Context: an optimization exercise on an open-source flow, tuned for small area, a short achievable clock period and few clock cycles. The choices shown serve that exercise and are no tape-out recipe.
The RTL was checked by simulation tests, not by an equivalence proof against the original design.
Power figures rest on the tool's default switching activity, not on a simulated workload.

==> flow/design.v <==
`default_nettype none
package imem_loader_pkg;
  localparam logic [15:0] HALT_INSTR = 16'hF000;
  typedef enum logic [2:0] {
    IDLE = 3'd0,
    HI   = 3'd1,
    LO   = 3'd2,
    CHK  = 3'd4,
    DONE = 3'd5
  } state_t;
endpackage
`default_nettype wire
`default_nettype none
module imem_ram #(
  parameter int DEPTH = 256,
  parameter int AW    = 8
) (
  input  logic          clk,
  input  logic          reset,
  input  logic          i_we,       
  input  logic [AW-1:0] i_waddr,
  input  logic [15:0]   i_wdata,
  input  logic [AW-1:0] i_raddr,
  input  logic          i_hold,     
  output logic [15:0]   o_rdata,
  output logic [3:0]    o_free
);
  localparam int NR = DEPTH / 8;    
  logic [2:0]            r_ph;
  logic [7:0][NR*16-1:0] r_q;
  logic [3:0]            r_ev;
  logic [3:0][5:0]       r_ea;      
  logic [3:0][15:0]      r_ed;
  logic [3:0][2:0]       r_age;     
  logic [3:0]            w_go;      
  logic [NR-1:0]         w_ins;
  always_ff @(posedge clk) begin
    r_ph <= r_ph + 3'd1;
  end
  for (genvar e = 0; e < 4; e++) begin : g_ent
    logic w_take;
    assign w_take  = i_we & (i_waddr[1:0] == 2'(e));
    assign w_go[e] = r_ev[e] & (r_ea[e][2:0] == 3'(r_ph + 3'd1));
    assign o_free[e] = (r_age[e] >= 3'd6);
    always_ff @(posedge clk) begin
      if (w_take) begin
        r_ev[e]  <= 1'b1;
        r_ea[e]  <= i_waddr[AW-1:2];
        r_ed[e]  <= i_wdata;
      end else if (w_go[e]) begin
        r_ev[e]  <= 1'b0;
      end
    end
    always_ff @(posedge clk or posedge reset) begin
      if (reset)                 r_age[e] <= 3'd2;
      else if (w_take)           r_age[e] <= 3'd0;
      else if (r_age[e] != 3'd7) r_age[e] <= r_age[e] + 3'd1;
    end
  end
  for (genvar j = 0; j < NR; j++) begin : g_ring
    assign w_ins[j] = w_go[j % 4] & (r_ea[j % 4][5:3] == 3'(j / 4));
    always_ff @(posedge clk) begin
      r_q[0][j*16 +: 16] <= w_ins[j] ? r_ed[j % 4] : r_q[7][j*16 +: 16];
      for (int q = 1; q < 8; q++) r_q[q][j*16 +: 16] <= r_q[q-1][j*16 +: 16];
    end
  end
  logic [NR-1:0] w_rsel;
  logic [7:0]    w_psel;
  logic [3:0]    w_esel;
  logic [3:0]    w_ehit;
  logic          w_hit;
  logic [15:0]   w_bval;
  logic          w_selr;    
  logic [15:0]   w_selb;    
  always_comb begin
    for (int j = 0; j < NR; j++)
      w_rsel[j] = ({i_raddr[AW-1:5], i_raddr[1:0]} == 5'(j));
    for (int q = 0; q < 8; q++)
      w_psel[q] = (i_raddr[4:2] == 3'(r_ph - 3'(q)));
    for (int e = 0; e < 4; e++) begin
      w_esel[e] = (i_raddr[1:0] == 2'(e));
      w_ehit[e] = w_esel[e] & r_ev[e] & (r_ea[e] == i_raddr[AW-1:2]);
    end
    w_hit  = |w_ehit;
    w_bval = '0;
    for (int e = 0; e < 4; e++) w_bval = w_bval | ({16{w_esel[e]}} & r_ed[e]);
    w_bval = i_hold ? imem_loader_pkg::HALT_INSTR : w_bval;
    w_selr = ~(w_hit | i_hold);
    w_selb = {16{w_hit | i_hold}} & w_bval;
  end
  for (genvar b = 0; b < 16; b++) begin : g_rbit
    logic [31:0]     w_l2;      
    logic [3:0]      w_l4;
    for (genvar q = 0; q < 8; q++) begin : g_place
      for (genvar m = 0; m < 4; m++) begin : g_l2
        logic [7:0] w_d;
        for (genvar k = 0; k < 8; k++) begin : g_k
          assign w_d[k] = r_q[q][(8*m+k)*16 + b];
        end
        imem_ao8 u_l2 (.i_sel(w_rsel[8*m +: 8]), .i_d(w_d), .o_y(w_l2[4*q+m]));
      end
    end
    for (genvar m = 0; m < 4; m++) begin : g_l4
      imem_ao8 u_l4 (
        .i_sel ({{4{w_psel[2*m+1]}}, {4{w_psel[2*m]}}}),
        .i_d   (w_l2[8*m +: 8]),
        .o_y   (w_l4[m]));
    end
    logic [1:0] w_l5n;
    imem_nor2   u_l5a (.i_a(w_l4[0]), .i_b(w_l4[1]), .o_y(w_l5n[0]));
    imem_nor2   u_l5b (.i_a(w_l4[2]), .i_b(w_l4[3]), .o_y(w_l5n[1]));
    imem_rd_out u_out (.i_l5n(w_l5n), .i_sn(w_selr), .i_sb(w_selb[b]), .o_y(o_rdata[b]));
  end
endmodule
`default_nettype wire
`default_nettype none
module imem_ao8 (
  input  logic [7:0] i_sel,
  input  logic [7:0] i_d,
  output logic       o_y
);
  assign o_y = |(i_sel & i_d);
endmodule
`default_nettype wire
`default_nettype none
module imem_nor2 (
  input  logic i_a,
  input  logic i_b,
  output logic o_y
);
  assign o_y = ~(i_a | i_b);
endmodule
`default_nettype wire
`default_nettype none
module imem_rd_out (
  input  logic [1:0] i_l5n,
  input  logic       i_sn,
  input  logic       i_sb,
  output logic       o_y
);
  assign o_y = (i_sn & ~(i_l5n[0] & i_l5n[1])) | i_sb;
endmodule
`default_nettype wire
`default_nettype none
module imem_loader #(
  parameter int DEPTH = 256,
  parameter int AW    = 8
) (
  input  logic          clk,
  input  logic          reset,
  input  logic          load_start,
  input  logic [AW-1:0] load_len,
  input  logic [7:0]    in_data,
  input  logic          in_valid,
  output logic          in_ready,
  input  logic [AW-1:0] pc,
  output logic [15:0]   ir,
  output logic          cpu_hold,
  output logic          done,
  output logic [AW-1:0] wr_addr,
  output logic          err
);
  imem_loader_pkg::state_t r_state;
  logic [AW-1:0] r_wr_addr;
  logic [AW-1:0] r_len;
  logic [7:0]    r_hi;
  logic          r_in_ready;
  logic          r_cpu_hold;
  logic          r_done;
  logic [7:0]    r_sum;
  logic          r_err;
  logic          w_accept;
  logic          w_lo;
  logic [AW-1:0] w_addr_inc;
  logic [15:0]   w_rdata;
  logic [3:0]    w_free;
  assign w_accept   = in_valid & r_in_ready;
  assign w_lo       = w_accept & (r_state == imem_loader_pkg::LO);
  assign w_addr_inc = r_wr_addr + 1'b1;
  always_ff @(posedge clk or posedge reset) begin
    if (reset) begin
      r_state    <= imem_loader_pkg::IDLE;
      r_wr_addr  <= '0;
      r_len      <= '0;
      r_in_ready <= 1'b0;
      r_cpu_hold <= 1'b0;
      r_done     <= 1'b0;
      r_sum      <= '0;
      r_err      <= 1'b0;
    end else begin
      r_done <= 1'b0;
      case (r_state)
        imem_loader_pkg::IDLE: begin
          if (load_start) begin
            r_cpu_hold <= 1'b1;
            r_wr_addr  <= '0;
            r_len      <= load_len;
            r_in_ready <= 1'b1;
            r_sum      <= '0;
            r_err      <= 1'b0;
            if (load_len != '0) r_state <= imem_loader_pkg::HI;
            else                r_state <= imem_loader_pkg::CHK;
          end
        end
        imem_loader_pkg::HI: begin
          if (w_accept) begin
            r_sum      <= r_sum + in_data;
            r_state    <= imem_loader_pkg::LO;
            r_in_ready <= w_free[r_wr_addr[1:0]];
          end
        end
        imem_loader_pkg::LO: begin
          if (w_accept) begin
            r_sum     <= r_sum + in_data;
            r_wr_addr <= w_addr_inc;
            r_in_ready <= 1'b1;
            if (w_addr_inc == r_len) r_state <= imem_loader_pkg::CHK;
            else                     r_state <= imem_loader_pkg::HI;
          end else begin
            r_in_ready <= w_free[r_wr_addr[1:0]];
          end
        end
        imem_loader_pkg::CHK: begin
          if (w_accept) begin
            r_err      <= ((r_sum + in_data) != 8'd0);
            r_state    <= imem_loader_pkg::DONE;
            r_in_ready <= 1'b0;
            r_done     <= 1'b1;
          end
        end
        imem_loader_pkg::DONE: begin
          r_state    <= imem_loader_pkg::IDLE;
          r_cpu_hold <= 1'b0;
        end
        default: begin
          r_state    <= imem_loader_pkg::IDLE;
          r_in_ready <= 1'b0;
          r_cpu_hold <= 1'b0;
        end
      endcase
    end
  end
  always_ff @(posedge clk) begin
    if (w_accept && r_state == imem_loader_pkg::HI) r_hi <= in_data;
  end
  imem_ram #(
    .DEPTH (DEPTH),
    .AW    (AW)
  ) u_ram (
    .clk     (clk),
    .reset   (reset),
    .i_we    (w_lo),
    .i_waddr (r_wr_addr),
    .i_wdata ({r_hi, in_data}),
    .i_raddr (pc),
    .i_hold  (r_cpu_hold),
    .o_rdata (w_rdata),
    .o_free  (w_free)
  );
  assign ir       = w_rdata;
  assign in_ready = r_in_ready;
  assign cpu_hold = r_cpu_hold;
  assign done     = r_done;
  assign wr_addr  = r_wr_addr;
  assign err      = r_err;
endmodule
`default_nettype wire
==> flow/config.mk <==
export PLATFORM = sky130hd
export DESIGN_NAME = imem_loader
export DESIGN_NICKNAME = imem_loader
export VERILOG_FILES = /design/flow/design.v
export SDC_FILE = /design/flow/constraint.sdc
export NUM_CORES = 4
export LEC_CHECK = 0
export CAP_MARGIN = 20
export CORE_MARGIN = 2
export CORE_UTILIZATION = 55
export CTS_CLUSTER_DIAMETER = 80
export CTS_CLUSTER_SIZE = 22
export SETUP_SLACK_MARGIN = 4
export SLEW_MARGIN = 20
export SYNTH_HIERARCHICAL = 1
export SYNTH_MEMORY_MAX_BITS = 8192
export SYNTH_MINIMUM_KEEP_SIZE = 0
==> flow/constraint.sdc <==
create_clock -name core_clock -period 10.0 [get_ports {clk}]
set_input_delay 2.0000 -clock core_clock [delete_from_list [all_inputs] [get_ports {clk}]]
set_output_delay 2.0000 -clock core_clock [all_outputs]
set_load 0.01 [all_outputs]
run.sh (not shown) runs the stock make flow with config.mk's settings and CLKGATE_MAP_FILE= SYNTH_SCRIPT=/design/flow/synth_recipe.tcl, a recipe that flattens the netlist after the stock synthesis.
Testbench counts at the start, summed over its fixed seeds: cycles 13,203.
Edit:
--- a/flow/design.v
+++ b/flow/design.v
@@ -67,14 +67,12 @@
   logic [NR-1:0] w_rsel;
   logic [7:0]    w_psel;
   logic [3:0]    w_esel;
   logic [3:0]    w_ehit;
   logic          w_hit;
   logic [15:0]   w_bval;
-  logic          w_selr;    
-  logic [15:0]   w_selb;    
   always_comb begin
     for (int j = 0; j < NR; j++)
       w_rsel[j] = ({i_raddr[AW-1:5], i_raddr[1:0]} == 5'(j));
     for (int q = 0; q < 8; q++)
       w_psel[q] = (i_raddr[4:2] == 3'(r_ph - 3'(q)));
     for (int e = 0; e < 4; e++) begin
@@ -82,14 +80,12 @@
       w_ehit[e] = w_esel[e] & r_ev[e] & (r_ea[e] == i_raddr[AW-1:2]);
     end
     w_hit  = |w_ehit;
     w_bval = '0;
     for (int e = 0; e < 4; e++) w_bval = w_bval | ({16{w_esel[e]}} & r_ed[e]);
     w_bval = i_hold ? imem_loader_pkg::HALT_INSTR : w_bval;
-    w_selr = ~(w_hit | i_hold);
-    w_selb = {16{w_hit | i_hold}} & w_bval;
   end
   for (genvar b = 0; b < 16; b++) begin : g_rbit
     logic [31:0]     w_l2;      
     logic [3:0]      w_l4;
     for (genvar q = 0; q < 8; q++) begin : g_place
       for (genvar m = 0; m < 4; m++) begin : g_l2
@@ -103,16 +99,13 @@
     for (genvar m = 0; m < 4; m++) begin : g_l4
       imem_ao8 u_l4 (
         .i_sel ({{4{w_psel[2*m+1]}}, {4{w_psel[2*m]}}}),
         .i_d   (w_l2[8*m +: 8]),
         .o_y   (w_l4[m]));
     end
-    logic [1:0] w_l5n;
-    imem_nor2   u_l5a (.i_a(w_l4[0]), .i_b(w_l4[1]), .o_y(w_l5n[0]));
-    imem_nor2   u_l5b (.i_a(w_l4[2]), .i_b(w_l4[3]), .o_y(w_l5n[1]));
-    imem_rd_out u_out (.i_l5n(w_l5n), .i_sn(w_selr), .i_sb(w_selb[b]), .o_y(o_rdata[b]));
+    imem_rd_out u_out (.i_l4(w_l4), .i_s(w_hit | i_hold), .i_b(w_bval[b]), .o_y(o_rdata[b]));
   end
 endmodule
 `default_nettype wire
 `default_nettype none
 module imem_ao8 (
   input  logic [7:0] i_sel,
@@ -120,28 +113,19 @@
   output logic       o_y
 );
   assign o_y = |(i_sel & i_d);
 endmodule
 `default_nettype wire
 `default_nettype none
-module imem_nor2 (
-  input  logic i_a,
-  input  logic i_b,
-  output logic o_y
-);
-  assign o_y = ~(i_a | i_b);
-endmodule
-`default_nettype wire
-`default_nettype none
 module imem_rd_out (
-  input  logic [1:0] i_l5n,
-  input  logic       i_sn,
-  input  logic       i_sb,
+  input  logic [3:0] i_l4,
+  input  logic       i_s,
+  input  logic       i_b,
   output logic       o_y
 );
-  assign o_y = (i_sn & ~(i_l5n[0] & i_l5n[1])) | i_sb;
+  assign o_y = i_s ? i_b : |i_l4;
 endmodule
 `default_nettype wire
 `default_nettype none
 module imem_loader #(
   parameter int DEPTH = 256,
   parameter int AW    = 8
=> The changed run completed without violations; hold slack gets better by 4.7 ps; first-iteration DRC count went down by 12%; cell count hardly moves; sequential cell count does not change; global-route usage is lower by 2.4 points; power stays flat; cell area is about the same; non-clock buffer count went up by 47; wire length goes down by 4.4%; critical path depth came out lower by 2; sequential power stays flat; synthesized cell count goes down by 0.30%.
Testbench counts after the change, summed over its fixed seeds: cycles 13,203.

==> re-timing with driven ports <==
In the flow no input, the clock included, has a driving cell. The finished layouts below were timed again as built, in two steps.
Step 1: set_driving_cell puts a clkbuf_16 on clk and a buf_2 on each other input, an assumption about the parent block.
Step 2 times the ports against the registers' clock, not the clock port: input delays grow and output delays shrink by t, the midpoint of the rising clock arrivals with the driver on.
a / b / c = ideal ports / drivers / drivers and shift; a / b = the first two.
run | shift t [ns] | setup WS [ns] | worst register clock-pin slew, ns
the first run | 0.990 | 3.395 / 3.302 / 3.302 | 0.09 / 0.09
the second run | 0.994 | 3.320 / 3.043 / 3.043 | 0.10 / 0.10
After both steps setup and hold are still met in every run listed. The setup slack of the second run, which loses most, moves by -0.277 ns with the drivers and by -0.277 ns with both steps.
